Background: an optimization exercise with open tools, aiming at small area and a short achievable clock period. Do not read the settings as production practice.
Function was checked by simulation only, so behaviour that the tests miss may differ from the original.
Power is estimated from default activity; no workload was simulated.

$ cat flow/design.v
package axi_wdata_trace_pkg;
  typedef enum logic [1:0] {
    IDLE    = 2'd0,
    CAPTURE = 2'd1,
    DRAIN   = 2'd2,
    DONE    = 2'd3
  } trace_state_e;
  localparam logic [63:0] TRIG_ON_DEFAULT  = 64'h1;
  localparam logic [63:0] TRIG_OFF_DEFAULT = 64'hFFFF_FFFF_FFFF_FFFF;
  localparam int unsigned MAX_STRB_BITS = 128;
  localparam int unsigned POPCNT_W      = $clog2(MAX_STRB_BITS + 1);
  function automatic logic [POPCNT_W-1:0] popcount(input logic [MAX_STRB_BITS-1:0] v);
    logic [POPCNT_W-1:0] cnt;
    cnt = '0;
    for (int i = 0; i < MAX_STRB_BITS; i++) begin
      cnt = cnt + POPCNT_W'(v[i]);
    end
    popcount = cnt;
  endfunction
endpackage
module trace_fifo #(
  parameter int unsigned Width = 144,
  parameter int unsigned Depth = 8
) (
  input  logic                   clk_i,
  input  logic                   rst_i,
  input  logic                   push_i,
  input  logic                   pop_i,
  input  logic [Width-1:0]       data_i,
  output logic [Depth*Width-1:0] slots_o,
  output logic [Depth-1:0]       rsel_o,
  output logic [$clog2(Depth):0] count_o
);
  localparam int unsigned PtrW = $clog2(Depth);
  logic [Width-1:0] mem_q [Depth];
  logic [PtrW-1:0]  wr_ptr_q;
  logic [Depth-1:0] rsel_q;
  logic [PtrW:0]    count_q;
  logic             we;
  assign count_o = count_q;
  assign rsel_o  = rsel_q;
  assign we      = !count_q[PtrW] || pop_i;
  always_ff @(posedge clk_i) begin
    if (rst_i) begin
      wr_ptr_q <= '0;
      rsel_q   <= Depth'(1);
      count_q  <= '0;
    end else begin
      if (push_i) wr_ptr_q <= wr_ptr_q + 1'b1;
      if (pop_i)  rsel_q   <= {rsel_q[Depth-2:0], rsel_q[Depth-1]};
      case ({push_i, pop_i})
        2'b10:   count_q <= count_q + 1'b1;
        2'b01:   count_q <= count_q - 1'b1;
        default: count_q <= count_q;
      endcase
    end
  end
  always_ff @(posedge clk_i) begin
    if (we) mem_q[wr_ptr_q] <= data_i;
  end
  for (genvar e = 0; e < Depth; e++) begin : g_slot
    assign slots_o[e*Width +: Width] = mem_q[e];
  end
endmodule
import axi_wdata_trace_pkg::*;
module trace_byte_sum (
  input  logic [63:0] strb_i,
  input  logic [3:0]  take_i,
  input  logic [6:0]  lo_i,
  output logic [7:0]  sum_o
);
  logic w1, w2, w3, w4, w5, w6, w7, w8, w9, w10, w11, w12, w13, w14, w15, w16;
  logic w17, w18, w19, w20, w21, w22, w23, w24, w25, w26, w27, w28, w29, w30, w31, w32;
  logic w33, w34, w35, w36, w37, w38, w39, w40, w41, w42, w43, w44, w45, w46, w47, w48;
  logic w49, w50, w51, w52, w53, w54, w55, w56, w57, w58, w59, w60, w61, w62, w63, w64;
  logic w65, w66, w67, w68, w69, w70, w71, w72, w73, w74, w75, w76, w77, w78, w79, w80;
  logic w81, w82, w83, w84, w85, w86, w87, w88, w89, w90, w91, w92, w93, w94, w95, w96;
  logic w97, w98, w99, w100, w101, w102, w103, w104, w105, w106, w107, w108, w109, w110, w111, w112;
  logic w113, w114, w115, w116, w117, w118, w119, w120, w121, w122, w123, w124, w125, w126, w127, w128;
  logic w129, w130, w131, w132, w133, w134, w135, w136, w137, w138, w139, w140, w141, w142, w143, w144;
  logic w145, w146, w147, w148, w149, w150, w151, w152, w153, w154, w155, w156, w157, w158, w159, w160;
  assign w1 = strb_i[0] ^ strb_i[1] ^ strb_i[2];
  assign w2 = (strb_i[0] & strb_i[1]) | (strb_i[0] & strb_i[2]) | (strb_i[1] & strb_i[2]);
  assign w3 = strb_i[3] ^ strb_i[4] ^ strb_i[5];
  assign w4 = (strb_i[3] & strb_i[4]) | (strb_i[3] & strb_i[5]) | (strb_i[4] & strb_i[5]);
  assign w5 = strb_i[6] ^ strb_i[7] ^ strb_i[8];
  assign w6 = (strb_i[6] & strb_i[7]) | (strb_i[6] & strb_i[8]) | (strb_i[7] & strb_i[8]);
  assign w7 = strb_i[9] ^ strb_i[10] ^ strb_i[11];
  assign w8 = (strb_i[9] & strb_i[10]) | (strb_i[9] & strb_i[11]) | (strb_i[10] & strb_i[11]);
  assign w9 = strb_i[12] ^ strb_i[13] ^ strb_i[14];
  assign w10 = (strb_i[12] & strb_i[13]) | (strb_i[12] & strb_i[14]) | (strb_i[13] & strb_i[14]);
  assign w11 = w1 ^ w3 ^ w5;
  assign w12 = (w1 & w3) | (w1 & w5) | (w3 & w5);
  assign w13 = w7 ^ w9 ^ strb_i[15];
  assign w14 = (w7 & w9) | (w7 & strb_i[15]) | (w9 & strb_i[15]);
  assign w15 = w2 ^ w4 ^ w6;
  assign w16 = (w2 & w4) | (w2 & w6) | (w4 & w6);
  assign w17 = w8 ^ w10;
  assign w18 = w8 & w10;
  assign w19 = w12 ^ w14 ^ w15;
  assign w20 = (w12 & w14) | (w12 & w15) | (w14 & w15);
  assign w21 = w20 ^ w16 ^ w18;
  assign w22 = (w20 & w16) | (w20 & w18) | (w16 & w18);
  assign w23 = w11 & take_i[0];
  assign w24 = w13 & take_i[0];
  assign w25 = w19 & take_i[0];
  assign w26 = w17 & take_i[0];
  assign w27 = w21 & take_i[0];
  assign w28 = w22 & take_i[0];
  assign w29 = strb_i[16] ^ strb_i[17] ^ strb_i[18];
  assign w30 = (strb_i[16] & strb_i[17]) | (strb_i[16] & strb_i[18]) | (strb_i[17] & strb_i[18]);
  assign w31 = strb_i[19] ^ strb_i[20] ^ strb_i[21];
  assign w32 = (strb_i[19] & strb_i[20]) | (strb_i[19] & strb_i[21]) | (strb_i[20] & strb_i[21]);
  assign w33 = strb_i[22] ^ strb_i[23] ^ strb_i[24];
  assign w34 = (strb_i[22] & strb_i[23]) | (strb_i[22] & strb_i[24]) | (strb_i[23] & strb_i[24]);
  assign w35 = strb_i[25] ^ strb_i[26] ^ strb_i[27];
  assign w36 = (strb_i[25] & strb_i[26]) | (strb_i[25] & strb_i[27]) | (strb_i[26] & strb_i[27]);
  assign w37 = strb_i[28] ^ strb_i[29] ^ strb_i[30];
  assign w38 = (strb_i[28] & strb_i[29]) | (strb_i[28] & strb_i[30]) | (strb_i[29] & strb_i[30]);
  assign w39 = w29 ^ w31 ^ w33;
  assign w40 = (w29 & w31) | (w29 & w33) | (w31 & w33);
  assign w41 = w35 ^ w37 ^ strb_i[31];
  assign w42 = (w35 & w37) | (w35 & strb_i[31]) | (w37 & strb_i[31]);
  assign w43 = w30 ^ w32 ^ w34;
  assign w44 = (w30 & w32) | (w30 & w34) | (w32 & w34);
  assign w45 = w36 ^ w38;
  assign w46 = w36 & w38;
  assign w47 = w40 ^ w42 ^ w43;
  assign w48 = (w40 & w42) | (w40 & w43) | (w42 & w43);
  assign w49 = w48 ^ w44 ^ w46;
  assign w50 = (w48 & w44) | (w48 & w46) | (w44 & w46);
  assign w51 = w39 & take_i[1];
  assign w52 = w41 & take_i[1];
  assign w53 = w47 & take_i[1];
  assign w54 = w45 & take_i[1];
  assign w55 = w49 & take_i[1];
  assign w56 = w50 & take_i[1];
  assign w57 = strb_i[32] ^ strb_i[33] ^ strb_i[34];
  assign w58 = (strb_i[32] & strb_i[33]) | (strb_i[32] & strb_i[34]) | (strb_i[33] & strb_i[34]);
  assign w59 = strb_i[35] ^ strb_i[36] ^ strb_i[37];
  assign w60 = (strb_i[35] & strb_i[36]) | (strb_i[35] & strb_i[37]) | (strb_i[36] & strb_i[37]);
  assign w61 = strb_i[38] ^ strb_i[39] ^ strb_i[40];
  assign w62 = (strb_i[38] & strb_i[39]) | (strb_i[38] & strb_i[40]) | (strb_i[39] & strb_i[40]);
  assign w63 = strb_i[41] ^ strb_i[42] ^ strb_i[43];
  assign w64 = (strb_i[41] & strb_i[42]) | (strb_i[41] & strb_i[43]) | (strb_i[42] & strb_i[43]);
  assign w65 = strb_i[44] ^ strb_i[45] ^ strb_i[46];
  assign w66 = (strb_i[44] & strb_i[45]) | (strb_i[44] & strb_i[46]) | (strb_i[45] & strb_i[46]);
  assign w67 = w57 ^ w59 ^ w61;
  assign w68 = (w57 & w59) | (w57 & w61) | (w59 & w61);
  assign w69 = w63 ^ w65 ^ strb_i[47];
  assign w70 = (w63 & w65) | (w63 & strb_i[47]) | (w65 & strb_i[47]);
  assign w71 = w58 ^ w60 ^ w62;
  assign w72 = (w58 & w60) | (w58 & w62) | (w60 & w62);
  assign w73 = w64 ^ w66;
  assign w74 = w64 & w66;
  assign w75 = w68 ^ w70 ^ w71;
  assign w76 = (w68 & w70) | (w68 & w71) | (w70 & w71);
  assign w77 = w76 ^ w72 ^ w74;
  assign w78 = (w76 & w72) | (w76 & w74) | (w72 & w74);
  assign w79 = w67 & take_i[2];
  assign w80 = w69 & take_i[2];
  assign w81 = w75 & take_i[2];
  assign w82 = w73 & take_i[2];
  assign w83 = w77 & take_i[2];
  assign w84 = w78 & take_i[2];
  assign w85 = strb_i[48] ^ strb_i[49] ^ strb_i[50];
  assign w86 = (strb_i[48] & strb_i[49]) | (strb_i[48] & strb_i[50]) | (strb_i[49] & strb_i[50]);
  assign w87 = strb_i[51] ^ strb_i[52] ^ strb_i[53];
  assign w88 = (strb_i[51] & strb_i[52]) | (strb_i[51] & strb_i[53]) | (strb_i[52] & strb_i[53]);
  assign w89 = strb_i[54] ^ strb_i[55] ^ strb_i[56];
  assign w90 = (strb_i[54] & strb_i[55]) | (strb_i[54] & strb_i[56]) | (strb_i[55] & strb_i[56]);
  assign w91 = strb_i[57] ^ strb_i[58] ^ strb_i[59];
  assign w92 = (strb_i[57] & strb_i[58]) | (strb_i[57] & strb_i[59]) | (strb_i[58] & strb_i[59]);
  assign w93 = strb_i[60] ^ strb_i[61] ^ strb_i[62];
  assign w94 = (strb_i[60] & strb_i[61]) | (strb_i[60] & strb_i[62]) | (strb_i[61] & strb_i[62]);
  assign w95 = w85 ^ w87 ^ w89;
  assign w96 = (w85 & w87) | (w85 & w89) | (w87 & w89);
  assign w97 = w91 ^ w93 ^ strb_i[63];
  assign w98 = (w91 & w93) | (w91 & strb_i[63]) | (w93 & strb_i[63]);
  assign w99 = w86 ^ w88 ^ w90;
  assign w100 = (w86 & w88) | (w86 & w90) | (w88 & w90);
  assign w101 = w92 ^ w94;
  assign w102 = w92 & w94;
  assign w103 = w96 ^ w98 ^ w99;
  assign w104 = (w96 & w98) | (w96 & w99) | (w98 & w99);
  assign w105 = w104 ^ w100 ^ w102;
  assign w106 = (w104 & w100) | (w104 & w102) | (w100 & w102);
  assign w107 = w95 & take_i[3];
  assign w108 = w97 & take_i[3];
  assign w109 = w103 & take_i[3];
  assign w110 = w101 & take_i[3];
  assign w111 = w105 & take_i[3];
  assign w112 = w106 & take_i[3];
  assign w113 = w23 ^ w24 ^ w51;
  assign w114 = (w23 & w24) | (w23 & w51) | (w24 & w51);
  assign w115 = w52 ^ w79 ^ w80;
  assign w116 = (w52 & w79) | (w52 & w80) | (w79 & w80);
  assign w117 = w107 ^ w108 ^ lo_i[0];
  assign w118 = (w107 & w108) | (w107 & lo_i[0]) | (w108 & lo_i[0]);
  assign w119 = w25 ^ w26 ^ w53;
  assign w120 = (w25 & w26) | (w25 & w53) | (w26 & w53);
  assign w121 = w54 ^ w81 ^ w82;
  assign w122 = (w54 & w81) | (w54 & w82) | (w81 & w82);
  assign w123 = w109 ^ w110 ^ lo_i[1];
  assign w124 = (w109 & w110) | (w109 & lo_i[1]) | (w110 & lo_i[1]);
  assign w125 = w27 ^ w55 ^ w83;
  assign w126 = (w27 & w55) | (w27 & w83) | (w55 & w83);
  assign w127 = w111 ^ lo_i[2];
  assign w128 = w111 & lo_i[2];
  assign w129 = w28 ^ w56 ^ w84;
  assign w130 = (w28 & w56) | (w28 & w84) | (w56 & w84);
  assign w131 = w112 ^ lo_i[3];
  assign w132 = w112 & lo_i[3];
  assign w133 = w113 ^ w115 ^ w117;
  assign w134 = (w113 & w115) | (w113 & w117) | (w115 & w117);
  assign w135 = w114 ^ w116 ^ w118;
  assign w136 = (w114 & w116) | (w114 & w118) | (w116 & w118);
  assign w137 = w119 ^ w121 ^ w123;
  assign w138 = (w119 & w121) | (w119 & w123) | (w121 & w123);
  assign w139 = w120 ^ w122 ^ w124;
  assign w140 = (w120 & w122) | (w120 & w124) | (w122 & w124);
  assign w141 = w125 ^ w127;
  assign w142 = w125 & w127;
  assign w143 = w126 ^ w128 ^ w129;
  assign w144 = (w126 & w128) | (w126 & w129) | (w128 & w129);
  assign w145 = w130 ^ w132 ^ lo_i[4];
  assign w146 = (w130 & w132) | (w130 & lo_i[4]) | (w132 & lo_i[4]);
  assign w147 = w134 ^ w135 ^ w137;
  assign w148 = (w134 & w135) | (w134 & w137) | (w135 & w137);
  assign w149 = w136 ^ w138 ^ w139;
  assign w150 = (w136 & w138) | (w136 & w139) | (w138 & w139);
  assign w151 = w140 ^ w142 ^ w143;
  assign w152 = (w140 & w142) | (w140 & w143) | (w142 & w143);
  assign w153 = w148 ^ w149 ^ w141;
  assign w154 = (w148 & w149) | (w148 & w141) | (w149 & w141);
  assign w155 = w150 ^ w151 ^ w131;
  assign w156 = (w150 & w151) | (w150 & w131) | (w151 & w131);
  assign w157 = w152 ^ w144 ^ w145;
  assign w158 = (w152 & w144) | (w152 & w145) | (w144 & w145);
  assign w159 = w158 ^ w146 ^ lo_i[5];
  assign w160 = (w158 & w146) | (w158 & lo_i[5]) | (w146 & lo_i[5]);
  assign sum_o = {1'b0, w160, w159, w156, w154, w153, w147, w133} +
                 {1'b0, lo_i[6], 1'b0, w157, w155, 1'b0, 1'b0, 1'b0};
endmodule
module axi_wdata_trace_capture #(
  parameter int unsigned NrChannels = 4,
  parameter int unsigned DataWidth  = 128,
  parameter int unsigned FifoDepth  = 8,
  parameter int unsigned CntWidth   = 16,
  parameter logic [63:0] TrigOn     = TRIG_ON_DEFAULT,
  parameter logic [63:0] TrigOff    = TRIG_OFF_DEFAULT,
  localparam int unsigned StrbW     = DataWidth / 8,
  localparam int unsigned ChanW     = (NrChannels > 1) ? $clog2(NrChannels) : 1
) (
  input  logic                          clk_i,
  input  logic                          rst_i,
  input  logic [63:0]                   trigger_i,
  input  logic                          dump_en_i,
  input  logic [NrChannels*DataWidth-1:0] w_data_i,
  input  logic [NrChannels*StrbW-1:0]   w_strb_i,
  input  logic [NrChannels-1:0]         w_valid_i,
  input  logic [NrChannels-1:0]         w_ready_i,
  output logic                          out_valid_o,
  input  logic                          out_ready_i,
  output logic [ChanW-1:0]              out_chan_o,
  output logic [DataWidth-1:0]          out_data_o,
  output logic [StrbW-1:0]              out_strb_o,
  output logic [1:0]                    state_o,
  output logic                          done_o,
  output logic                          overflow_o,
  output logic [CntWidth-1:0]           beat_cnt_o,
  output logic [CntWidth-1:0]           byte_cnt_o,
  output logic [CntWidth-1:0]           drop_cnt_o
);
  localparam int unsigned FifoW = DataWidth + StrbW;
  localparam int unsigned CntW  = $clog2(FifoDepth) + 1;
  localparam int unsigned IncW  = $clog2(NrChannels * StrbW + 1);
  axi_wdata_trace_pkg::trace_state_e state_q, state_d;
  logic clear_cnt;
  logic [NrChannels-1:0] cap, push, pop, drop, nempty, take;
  logic [FifoDepth*FifoW-1:0] slots [NrChannels];
  logic [FifoDepth-1:0]       rsel  [NrChannels];
  logic [CntW-1:0]            count [NrChannels];
  logic [FifoW-1:0]           wbeat [NrChannels];
  logic [NrChannels-1:0] gsel_q, gsel_new, rr_q, rr_x, ne_x, eap, arb;
  logic                  hold, valid_q, valid_next, done_q, fire;
  logic [ChanW-1:0]      chan_q, chan_new;
  logic [FifoW-1:0]      head_q, head_new;
  logic [CntWidth-1:0] beat_q, drop_q;
  logic                overflow_q;
  for (genvar c = 0; c < NrChannels; c++) begin : g_fifo
    assign wbeat[c] = {w_strb_i[c*StrbW +: StrbW], w_data_i[c*DataWidth +: DataWidth]};
    trace_fifo #(
      .Width (FifoW),
      .Depth (FifoDepth)
    ) u_fifo (
      .clk_i   (clk_i),
      .rst_i   (rst_i),
      .push_i  (push[c]),
      .pop_i   (pop[c]),
      .data_i  (wbeat[c]),
      .slots_o (slots[c]),
      .rsel_o  (rsel[c]),
      .count_o (count[c])
    );
  end
  assign fire = valid_q && out_ready_i;
  assign hold = valid_q && !out_ready_i;
  always_comb begin
    for (int c = 0; c < NrChannels; c++) begin
      nempty[c] = |count[c];
      cap[c]    = (state_q == CAPTURE) && dump_en_i && w_valid_i[c] && w_ready_i[c] &&
                  (|w_strb_i[c*StrbW +: StrbW]);
      pop[c]    = out_ready_i && gsel_q[c];
      push[c]   = cap[c] && (!count[c][CntW-1] || pop[c]);
      drop[c]   = cap[c] && count[c][CntW-1] && !pop[c];
    end
  end
  always_comb begin
    for (int c = 0; c < NrChannels; c++) begin
      if (valid_q) begin
        ne_x[c] = gsel_q[c] ? (count[c] > CntW'(1)) : nempty[c];
        eap[c]  = gsel_q[c] ? (count[c] == CntW'(1)) : !nempty[c];
      end else begin
        ne_x[c] = 1'b0;
        eap[c]  = 1'b1;
      end
    end
    rr_x = valid_q ? {gsel_q[NrChannels-2:0], gsel_q[NrChannels-1]} : rr_q;
  end
  always_comb begin
    logic seen;
    arb = '0;
    for (int s = 0; s < NrChannels; s++) begin
      for (int k = 0; k < NrChannels; k++) begin
        seen = 1'b0;
        for (int j = 0; j < k; j++) seen = seen | ne_x[(s + j) % NrChannels] | cap[(s + j) % NrChannels];
        arb[(s + k) % NrChannels] = arb[(s + k) % NrChannels] |
            (rr_x[s] & (ne_x[(s + k) % NrChannels] | cap[(s + k) % NrChannels]) & !seen);
      end
    end
  end
  assign gsel_new   = arb;
  assign valid_next = hold || (|(ne_x | cap));
  always_comb begin
    chan_new = '0;
    for (int c = 0; c < NrChannels; c++) if (gsel_new[c]) chan_new = chan_new | ChanW'(c);
  end
  always_comb begin
    logic [FifoDepth-1:0] rs;
    logic [FifoW-1:0]     stored, heads, beats;
    logic                 bypass;
    heads  = '0;
    beats  = '0;
    bypass = 1'b0;
    for (int c = 0; c < NrChannels; c++) begin
      rs = (valid_q && gsel_q[c]) ? {rsel[c][FifoDepth-2:0], rsel[c][FifoDepth-1]} : rsel[c];
      stored = '0;
      for (int e = 0; e < FifoDepth; e++)
        stored = stored | ({FifoW{rs[e]}} & slots[c][e*FifoW +: FifoW]);
      heads  = heads | ({FifoW{gsel_new[c]}} & stored);
      beats  = beats | ({FifoW{gsel_new[c]}} & wbeat[c]);
      bypass = bypass | (gsel_new[c] & eap[c]);
    end
    head_new = bypass ? beats : heads;
  end
  localparam int unsigned LoW = IncW;
  localparam int unsigned HiW = CntWidth - LoW;
  logic [HiW-1:0] bhi_q, bhi_up_q, bhi_now;
  logic           bcy_q, bsat_q, bcy_next;
  logic [LoW-1:0] blo_q, blo_now, blo_next;
  assign bhi_now = bcy_q ? bhi_up_q : bhi_q;
  assign blo_now = blo_q | {LoW{bsat_q}};
  always_comb begin
    for (int c = 0; c < NrChannels; c++)
      take[c] = (state_q == CAPTURE) && dump_en_i && w_valid_i[c] && w_ready_i[c] &&
                (!count[c][CntW-1] || pop[c]);
  end
  trace_byte_sum u_byte_sum (
    .strb_i (w_strb_i),
    .take_i (take),
    .lo_i   (blo_now),
    .sum_o  ({bcy_next, blo_next})
  );
  function automatic logic [CntWidth-1:0] sat_pick(input logic [CntWidth-1:0]   q,
                                                  input logic [NrChannels-1:0] ev);
    logic [NrChannels:0] k;
    logic [CntWidth:0]   s;
    k = '0;
    for (int n = 0; n <= NrChannels; n++) k[n] = ($countones(ev) == n);
    sat_pick = '0;
    for (int n = 0; n <= NrChannels; n++) begin
      s = {1'b0, q} + (CntWidth+1)'(n);
      sat_pick = sat_pick | ({CntWidth{k[n]}} & (s[CntWidth] ? '1 : s[CntWidth-1:0]));
    end
  endfunction
  always_comb begin
    state_d   = state_q;
    clear_cnt = 1'b0;
    case (state_q)
      IDLE:    if (trigger_i == TrigOn) state_d = CAPTURE;
      CAPTURE: if (trigger_i == TrigOff) state_d = DRAIN;
      DRAIN:   if (!valid_q) state_d = DONE;
      DONE: begin
        if (trigger_i == TrigOn) begin
          state_d   = CAPTURE;
          clear_cnt = 1'b1;
        end
      end
      default: state_d = IDLE;
    endcase
  end
  always_ff @(posedge clk_i) begin
    if (rst_i) begin
      state_q <= IDLE;
      done_q  <= 1'b0;
      rr_q    <= NrChannels'(1);
      gsel_q  <= '0;
      chan_q  <= '0;
      valid_q <= 1'b0;
    end else begin
      state_q <= state_d;
      done_q  <= (state_d == DRAIN) && !valid_next;
      valid_q <= valid_next;
      if (fire) rr_q <= {gsel_q[NrChannels-2:0], gsel_q[NrChannels-1]};
      if (!hold) begin
        gsel_q <= gsel_new;
        chan_q <= chan_new;
      end
    end
  end
  always_ff @(posedge clk_i) begin
    if (!hold) head_q <= head_new;
  end
  always_ff @(posedge clk_i) begin
    if (rst_i || clear_cnt) begin
      beat_q     <= '0;
      drop_q     <= '0;
      bhi_q      <= '0;
      bhi_up_q   <= HiW'(1);
      bcy_q      <= 1'b0;
      bsat_q     <= 1'b0;
      blo_q      <= '0;
      overflow_q <= 1'b0;
    end else begin
      beat_q     <= sat_pick(beat_q, push);
      drop_q     <= sat_pick(drop_q, drop);
      bhi_q      <= bhi_now;
      bhi_up_q   <= (&bhi_now) ? '1 : bhi_now + 1'b1;
      bcy_q      <= bcy_next;
      bsat_q     <= bcy_next && (&bhi_now);
      blo_q      <= blo_next;
      overflow_q <= overflow_q | (|drop);
    end
  end
  assign out_valid_o              = valid_q;
  assign out_chan_o               = chan_q;
  assign {out_strb_o, out_data_o} = head_q;
  assign state_o                  = state_q;
  assign done_o                   = done_q;
  assign overflow_o               = overflow_q;
  assign beat_cnt_o               = beat_q;
  assign byte_cnt_o               = {bhi_now, blo_now};
  assign drop_cnt_o               = drop_q;
endmodule
$ cat flow/flow/run.sh
#!/bin/bash
# Layout flow. Synthesis is the standard one with two changes that leave its registers as they
# are: no full-adder cell mapping (ABC maps the strobe popcount from plain gates), and ABC's
# mapping script flow/abc_speed.script (delay-targeted map, then buffering and sizing).
# Floorplan and placement run as standard, with single-size port buffers; clock-tree synthesis
# uses larger sink clusters; the timing repair after clock-tree synthesis and after global
# routing aims for MARGIN ns of extra setup slack. Each make run writes its full output to a log
# of its own here.
set -euo pipefail
MARGIN=13.5
rm -rf synth_scripts
cp -r "$FLOW_HOME/scripts" synth_scripts
cp flow/abc_speed.script synth_scripts/abc_speed.script
SCRIPTS_DIR="$PWD/synth_scripts" ADDER_MAP_FILE= bash standard.sh synth > make_synth.log 2>&1
# The capture-control inputs (strobes, handshakes, dump enable, drain ready) are placed as one
# group of pins, so that the strobe popcount and capture logic sit close to them.
CTRL_PINS="w_strb_i[0] w_strb_i[1] w_strb_i[2] w_strb_i[3] w_strb_i[4] w_strb_i[5] w_strb_i[6] w_strb_i[7] w_strb_i[8] w_strb_i[9] w_strb_i[10] w_strb_i[11] w_strb_i[12] w_strb_i[13] w_strb_i[14] w_strb_i[15] w_strb_i[16] w_strb_i[17] w_strb_i[18] w_strb_i[19] w_strb_i[20] w_strb_i[21] w_strb_i[22] w_strb_i[23] w_strb_i[24] w_strb_i[25] w_strb_i[26] w_strb_i[27] w_strb_i[28] w_strb_i[29] w_strb_i[30] w_strb_i[31] w_strb_i[32] w_strb_i[33] w_strb_i[34] w_strb_i[35] w_strb_i[36] w_strb_i[37] w_strb_i[38] w_strb_i[39] w_strb_i[40] w_strb_i[41] w_strb_i[42] w_strb_i[43] w_strb_i[44] w_strb_i[45] w_strb_i[46] w_strb_i[47] w_strb_i[48] w_strb_i[49] w_strb_i[50] w_strb_i[51] w_strb_i[52] w_strb_i[53] w_strb_i[54] w_strb_i[55] w_strb_i[56] w_strb_i[57] w_strb_i[58] w_strb_i[59] w_strb_i[60] w_strb_i[61] w_strb_i[62] w_strb_i[63] w_valid_i[0] w_valid_i[1] w_valid_i[2] w_valid_i[3] w_ready_i[0] w_ready_i[1] w_ready_i[2] w_ready_i[3] dump_en_i out_ready_i"
PLACE_PINS_ARGS="-group_pins {$CTRL_PINS}" BUFFER_PORTS_ARGS="-buffer_cell sky130_fd_sc_hd__buf_1" bash standard.sh floorplan place > make_place.log 2>&1
export CTS_ARGS="-sink_clustering_enable -repair_clock_nets -sink_clustering_size 24 -sink_clustering_max_diameter 70 -dont_use_dummy_load"
SETUP_SLACK_MARGIN=$MARGIN bash standard.sh cts > make_cts.log 2>&1
SETUP_SLACK_MARGIN=$MARGIN bash standard.sh finish > make_finish.log 2>&1
$ cat flow/flow/abc_speed.script
strash
dch
map -D 1500
topo
buffer -p
upsize -D 1500
dnsize -D 1500
$ cat flow/standard.sh
#!/bin/bash
# synth_recipe.tcl (not shown) runs the flow's synth.tcl, then flattens the netlist and writes it again
# the make line also repeats each setting of config.mk as NAME=value (left out here)
make -C /OpenROAD-flow-scripts/flow DESIGN_CONFIG=/design/flow/config.mk WORK_HOME=/design/flow/orfs CLKGATE_MAP_FILE= SYNTH_SCRIPT=/design/flow/synth_recipe.tcl "${@:-finish}"
$ cat flow/config.mk
export PLATFORM = sky130hd
export DESIGN_NAME = axi_wdata_trace_capture
export DESIGN_NICKNAME = axi_wdata_trace_capture
export VERILOG_FILES = /design/flow/design.v
export SDC_FILE = /design/flow/constraint.sdc
export NUM_CORES = 4
export LEC_CHECK = 0
export CAP_MARGIN = 20
export CORE_MARGIN = 2
export CORE_UTILIZATION = 40
export PLACE_DENSITY = 0.5
export SLEW_MARGIN = 20
$ cat flow/constraint.sdc
create_clock -name core_clock -period 20.0 [get_ports {clk_i}]
set_input_delay 4.0000 -clock core_clock [delete_from_list [all_inputs] [get_ports {clk_i}]]
set_output_delay 4.0000 -clock core_clock [all_outputs]
set_load 0.01 [all_outputs]
==> results of run 1 <==
worst max path at each step:
| stage | start | endpoint | cells past startpoint |
|---|---|---|---|
| 6_report | w_strb_i[56] | head_q[70]$_DFFE_PN_ | 16 |
| 5_1_grt | w_strb_i[40] | head_q[70]$_DFFE_PN_ | 17 |
| 4_1_cts | w_strb_i[15] | head_q[100]$_DFFE_PN_ | 15 |
| 3_5_place_dp | w_strb_i[38] | head_q[100]$_DFFE_PN_ | 14 |
| 3_3_place_gp | w_strb_i[38] | head_q[50]$_DFFE_PN_ | 14 |
| 2_1_floorplan | out_ready_i | g_fifo[3].u_fifo.mem_q[2][0]$_DFFE_PP_ | 4 |
worst max-delay path, stage by stage:
cell	delay, ps
clkbuf_4	200
nor4_1	320
nand4_1	200
o21ai_4	340
nand2_8	180
nor2_2	170
a21oi_2	100
nor2_1	100
inv_1	70
a21oi_4	180
buf_12	200
inv_16	120
buf_12	200
a41oi_4	690
a2111oi_0	150
mux2i_1	190
layout by cell type (no fill, tap or decap), types with 17 or more instances in the layout:
master / instances
buf_6: 53
a22oi_1: 2282
diode_2: 279
nand3_4: 18
clkbuf_16: 302
inv_6: 21
and2_1: 49
a41oi_1: 427
a31oi_1: 29
a221oi_1: 145
nor2_4: 45
inv_1: 275
buf_1: 775
o41ai_1: 81
nor3_1: 17
a2111oi_0: 30
nand3_1: 93
buf_12: 51
nand3_2: 48
nand4_1: 184
nor2_1: 293
a41oi_2: 51
a21oi_1: 175
nand2_1: 399
mux2i_1: 48
o21ai_0: 264
a22o_1: 142
nor2_2: 20
nor4_1: 32
nand2_2: 45
edfxtp_1: 4752
o21ai_1: 46
buf_4: 287
dfxtp_1: 134
buf_16: 30
per-stage QoR:
step	instances	utilization, %	hold WS [ps]
finish	18500	45.5	458
global route	18300	45.4	481
CTS	18100	45.0	459
detailed placement	17700	42.7	441
global placement	17700	42.6	446
floorplan	11100	-	440
routing by layer:
metal | GRT usage [%] | part of all wire (%) | vias up
met5 | 1.05 | 0.21 | -
met4 | 14.1 | 4.5 | 234
met3 | 16.9 | 17 | 1461
met2 | 45.8 | 40 | 9908
met1 | 48.8 | 39 | 66200
li1 | - | - | 48300
sequential cells by signal, summed over array words and instances, names as in the netlist, 4 cells and up:
| register | flops |
|---|---|
| g_fifo.u_fifo.mem_q | 4608 |
| head_q | 144 |
| g_fifo.u_fifo.rsel_q | 32 |
| beat_q | 16 |
| drop_q | 16 |
| g_fifo.u_fifo.count_q | 16 |
| g_fifo.u_fifo.wr_ptr_q | 12 |
| bhi_q | 9 |
| bhi_up_q | 9 |
| blo_q | 7 |
| gsel_q | 4 |
| rr_q | 4 |
layout make-up:
class                           instances  area, sq um
Multi-Input combinational cell       5256        38400
Sequential cell                      4886       145000
Timing Repair Buffer                 1259         8450
Tap cell                             6149         7690
Fill cell                           39800       251000
Inverter                              327         1450
Timing Repair inverter                  4         48.8
Clock buffer                          293         7330
Antenna cell                          279          698
timing repair:
item,CTS,global route
pin swaps,58,81
resized for setup,419,286
buffers inserted,72,42
gates cloned,37,10
setup endpoints to repair,2606,350
hold endpoints to repair,0,0
cell families (layout without fill, tap and decap cells):
kind of cell | count (synthesis) | in the layout | share of synthesized area (%)
XOR/XNOR | 18 | 18 | 0.115
buffers and inverters | 997 | 1883 | 2.04
flip-flops | 4886 | 4886 | 78.6
other | 0 | 279 | 0
multiplexers | 48 | 48 | 0.260
AND/OR/NAND/NOR | 1312 | 1317 | 3.33
AO/OA/AOI/OAI | 3872 | 3873 | 15.7
power by group through the flow:
stage          Sequential [uW]  Clock (uW)  Combinational [uW]
6_report                 11300        5890                 567
5_1_grt                  11300        6230                 577
4_1_cts                  11300        5910                 499
3_5_place_dp             11500           0                 475
3_3_place_gp             11500           0                 462
2_1_floorplan            11500           0                 119
==> flow_summary.toml, run 1 <==
[grt]
grt_max_degree = 100
grt_pass1_wl_mm = 1090
grt_antenna_before_repair = 445
first_global_vias = 111000
overflow = 0
grt_usage_pct = 34.9

[worst_hold_path]
holdPathEnd = "overflow_q$_SDFF_PP0_"
whs_path_depth = 2
worstHoldStart = "overflow_q$_SDFF_PP0_"
hold_class = "flop to flop"

[pwr]
pwr-share-clk_pct = 33.2
power.switching_uw = 3750
switching_share_pct = 21.1
power_uw = 17700
comb_power_share_pct = 3.2
p_per_area_mw_per_mm2 = 84.7
leakage_uw = 0.0628
power.internal_uw = 14000
ir_drop_mv = 0.0709
seq_power_share_pct = 63.6

[synthesis]
ys_top_cells_by_area = "edfxtp_1 (77%), a22oi_1 (9.3%), a41oi_1 (2.3%), dfxtp_1 (1.4%), clkbuf_1 (1.3%)"
synth.top_cells.by_count = "edfxtp_1 (4,752), a22oi_1 (2,284), clkbuf_1 (632)"
mappedNetlistNets = 11800
synth.avg_cell_area_sq_um = 16.6
synth_top_area_cell = "edfxtp_1"
synth-async-reset-ratio_pct = 0
netlist_area_sq_mm = 0.185
synth-seq-area-share_pct = 78.6
synthCells = 11100
synth_edf_count = 4752
yosysMostFrequentCell = "edfxtp_1"
synth_warnings = 7
synth_seq_cells = 4886
synth_cell_types = 77
synth_ff_type = "edfxtp_1"
netlist.area_leader.share_pct = 77.1

[routing]
drt_iter0_drc = 24400
vias = 126000
ant_nets = 0
routed_via_density = 6.83
first_pass_iters = 7
drt-total-wl_mm = 853
drc = 0
wl_per_cell_um = 46.2

[clocking]
h-tree-depth = 5
cts_buffers = 293
hold_buffers = 0
clk_latency_ps = 1010
clock_sink_count = 4886
root_buffer = "clkbuf_16"
tritoncts = "yes"
path_clk_slew_ps = 90
cts_buffer_depth = 4

[critical_path]
criticalPathCategory = "input pin to flop"
crit_required_ps = 20820
worst_ep_arrival_time_ps = 7560
reg2reg_from = "valid_q$_SDFF_PP0_"
reg2reg_slack_ps = 13310
reg2regPathDepth = 11
start_kind = "input pin"
r2r-end = "head_q[31]$_DFFE_PN_"
worst-path-max-fanout = 31
endpoint_kind = "flop"

[sta]
fin_ws_ps = 13270
clock_skew_ps = 107
setup_viol = 0
tns_ps = 0
tightest_slew_ps = 1280
period_share_pct = 33.7
rsz0062_at_grt = "yes"
fmax_mhz = 149
period_minus_slack_ps = 6730
slew_headroom_pct = 14.9
hold_violations = 0
final_max_slew_viol_count = 0

[outcome]
status = "finished clean"

[floorplanning]
die_h_um = 684
dieArea_sq_mm = 0.468
rows = 249
die_w_um = 684
io_pins = 851
core_area_sq_mm = 0.460
start_util_pct = 40.2

[placed_design]
hpwlAfterDp_mm = 529
place_ws_ps = 9880
portBuffers = 850
dpl_cell_area_sq_mm = 0.196
place_congestion = 0.993

[layout]
syn2layout_area_growth_pct = 13.2
postLayoutCellArea_sq_mm = 0.209
layout-drive-gt1-share_pct = 10.3
fin_nets = 12700

[job]
maxCapViolations = 0
==> inputs of run 2 (changes only) <==
--- a/flow/flow/run.sh
+++ b/flow/flow/run.sh
@@ -7,7 +7,7 @@
 # routing aims for MARGIN ns of extra setup slack. Each make run writes its full output to a log
 # of its own here.
 set -euo pipefail
-MARGIN=13.5
+MARGIN=14
 rm -rf synth_scripts
 cp -r "$FLOW_HOME/scripts" synth_scripts
 cp flow/abc_speed.script synth_scripts/abc_speed.script
==> run 2 against run 1 <==
  * Still clean on timing, DRC and antenna
  * Synthesized cell count unchanged
  * Critical path depth up 6
  * Clock-buffer cell count unchanged
  * Cell count up 1.2%
  * Worst setup slack better by 170 ps
  * Clock power about the same
  * Routed wire length up 4.1%
  * Maximum frequency up 2.6%
  * First-iteration DRC count up 0.89%
  * Clock skew up 1.2 ps
  * Worst hold slack better by 0.60 ps
  * Largest cell class unchanged
==> flow_summary.toml, run 2 <==
[sta]
final_max_slew_viol_count = 0
period_share_pct = 32.8
clock_skew_ps = 108
hold_ws_ps = 459
hold_violations = 0
period_minus_slack_ps = 6560
tightest_slew_ps = 1300
setup_viol = 0
fmax_mhz = 152
rsz0062_at_grt = "yes"
tns_ps = 0
slew_headroom_pct = 13.7

[routing]
drt_iter0_drc = 24600
ant_nets = 0
drt-total-wl_mm = 888
routed_via_density = 6.89
drc = 0
wl_per_cell_um = 47.5
first_pass_iters = 8
vias = 129000

[synthesis]
netlist_area_sq_mm = 0.185
synthCells = 11100
synth.top_cells.by_count = "edfxtp_1 (4,752), a22oi_1 (2,284), clkbuf_1 (632)"
synth_top_area_cell = "edfxtp_1"
synth_seq_cells = 4886
yosysMostFrequentCell = "edfxtp_1"
netlist.area_leader.share_pct = 77.1
synth.avg_cell_area_sq_um = 16.6
synth_cell_types = 77
synth_edf_count = 4752
synth_warnings = 7
synth_ff_type = "edfxtp_1"
ys_top_cells_by_area = "edfxtp_1 (77%), a22oi_1 (9.3%), a41oi_1 (2.3%), dfxtp_1 (1.4%), clkbuf_1 (1.3%)"
synth-async-reset-ratio_pct = 0
synth-seq-area-share_pct = 78.6
mappedNetlistNets = 11800

[grt]
first_global_vias = 113000
overflow = 0
grt_max_degree = 97
grt_antenna_before_repair = 403
grt_pass1_wl_mm = 1130
grt_usage_pct = 36.4

[clocking]
clk_latency_ps = 1030
tritoncts = "yes"
h-tree-depth = 5
root_buffer = "clkbuf_16"
cts_buffers = 293
clock_sink_count = 4886
cts_buffer_depth = 4
path_clk_slew_ps = 100

[critical_path]
startpoint = "w_strb_i[37]"
endpoint_kind = "flop"
slowest_stage = "nor4_4"
crit_chain = "buf_12 > nor4_4 > nand4_1 > o21ai_4 > buf_12 > nand2_8 > buf_6 > buf_6 > nor2_4 > a21oi_4 > nor2_2 > inv_2 > a21oi_4 > buf_12 > buf_8 > a2111oi_4 > buf_4 > buf_6 > buf_12 > buf_12 > o41ai_4 > o21ai_1"
crit_required_ps = 20720
start_kind = "input pin"
worst_ep_arrival_time_ps = 7280
slowest_delay_ps = 350
critPathMostFrequentCell = "buf_12"
worst-path-max-fanout = 6
path_buf_inv = 11
reg2reg_from = "valid_q$_SDFF_PP0_"
criticalPathCategory = "input pin to flop"
crit_family = "buffers and inverters"

[worst_hold_path]
hold_class = "flop to flop"
worstHoldStart = "overflow_q$_SDFF_PP0_"

[floorplanning]
rows = 249
core_area_sq_mm = 0.460
start_util_pct = 40.2
die_w_um = 684
io_pins = 851
die_h_um = 684
dieArea_sq_mm = 0.468

[layout]
syn2layout_area_growth_pct = 17.9
largest_register_ff_count = 4608
top_register = "g_fifo.u_fifo.mem_q"
multiInputGateArea_sq_mm = 0.0425
fin_nets = 12900
mostFrequentLayoutCells = "edfxtp_1 (4,752), a22oi_1 (2,280), buf_1 (744)"
regArea_sq_mm = 0.145
mostFrequentLayoutCell = "edfxtp_1"
layout-drive-gt1-share_pct = 16.4
reg_top3 = "g_fifo.u_fifo.mem_q: 4608 flops, head_q: 144 flops, g_fifo.u_fifo.rsel_q: 32 flops"
nFillCells = 39000
post-route-util_pct = 47.4

[placed_design]
hpwlAfterDp_mm = 529
portBuffers = 850
place_congestion = 0.993

[pwr]
p_per_area_mw_per_mm2 = 81.5
leakage_uw = 0.0660
ir_drop_mv = 0.0671

[outcome]
status = "finished clean"

[job]
maxCapViolations = 0
## run 2: changes by cell type in the layout (fill, tap and decap cells not counted), moves of 67 or more
cell	previous run	this run
a41oi_1	427	333
a221oi_1	145	39
o21ai_0	264	173
a221oi_2	0	104
o41ai_1	81	14
buf_16	30	104
## run 2: layer usage
layer | up-vias | global-route usage, % | wire length [um]
li1 | 48800 | - | -
met1 | 67800 | 49.7 | 335000
met2 | 10300 | 47.4 | 351000
met3 | 1622 | 18.6 | 154000
met4 | 216 | 17.4 | 46800
met5 | - | 0.531 | 1900
## run 2: per-stage QoR
step / setup slack [ps] / cells / cell area (sq um) / power (uW)
4_1_cts: 13550 / 18300 / 213000 / 17700
6_report: 13440 / 18700 / 218000 / 17800
2_1_floorplan: 1100 / 11100 / 185000 / 11600
3_5_place_dp: 9880 / 17700 / 196000 / 12000
3_3_place_gp: 9970 / 17700 / 196000 / 12000
5_1_grt: 13350 / 18500 / 218000 / 18100
## run 2: kinds of logic (layout without fill, tap and decap cells)
| family | count (synthesis) | after routing | synth area share (%) |
|---|---|---|---|
| mux | 48 | 48 | 0.260 |
| simple gates | 1312 | 1317 | 3.33 |
| other cells | 0 | 253 | 0 |
| compound gates | 3872 | 3874 | 15.7 |
| xor+xnor | 18 | 18 | 0.115 |
| buf+inv | 997 | 2130 | 2.04 |
| flops | 4886 | 4886 | 78.6 |
## run 2: layout make-up
cell class              count  area share, %
repair buffers           1500           5.97
clock buffers             293           3.36
multi-input cells        5257           19.5
flip-flops and latches   4886           66.6
diodes                    253          0.290
inverters                 327          0.674
well taps                6149           3.53
repair inverters           10         0.0763
## run 2: final timing paths
check / to / slack [ps] / cells after the start
setup / recovery: head_q[117]$_DFFE_PN_ / 13440 / 22
hold / removal: overflow_q$_SDFF_PP0_ / 460 / 2
setup reg to reg: head_q[126]$_DFFE_PN_ / 13740 / 13
hold reg to reg: overflow_q$_SDFF_PP0_ / 460 / 2
## run 2: worst register-to-register path: cells and delay by family (launching register included)
family,cells,cell delay [ps]
buf+inv,6,2550
simple gates,3,1950
compound gates,4,1110
flops,1,420
## run 2: where the power goes
| part | internal, uW | switching, uW | total [uW] |
|---|---|---|---|
| sequential | 11300 | 16.6 | 11300 |
| clock | 2610 | 3300 | 5910 |
| combinational | 132 | 469 | 601 |
## run 2: repair_timing
action,CTS,global route
endpoints found under the setup margin,4050,758
pin swaps,157,183
setup buffers,202,92
gates cloned,107,6
gates resized for setup,1127,710
hold buffers,0,0

[port drivers added, routing unchanged]
Ports are ideal in the flow. The routed layouts listed here were re-timed in OpenROAD. Step 1, drivers: a clkbuf_16 drives clk_i and a buf_2 each remaining input, both assumed. Step 2 adds t to the input delays and takes it off the output delays; t is the mean of the earliest and latest rising clock arrival at the registers after step 1. Input paths then give back, and output paths get back, about the clock's delay inside the block. Slacks: ideal ports / drivers / drivers and shift; pairs: ideal ports / drivers.
run	t, ns	setup slack, ns	clock arrival spread, ns	pins driven straight from the clock port
run 1	1.103	13.267 / 13.300 / 12.197	0.112 / 0.112	1
run 2	1.103	13.438 / 13.446 / 12.344	0.113 / 0.113	1
After both steps every run listed still meets setup and hold. The setup slack of run 2, which loses most, moves by +0.008 ns with the drivers and by -1.094 ns with both steps.
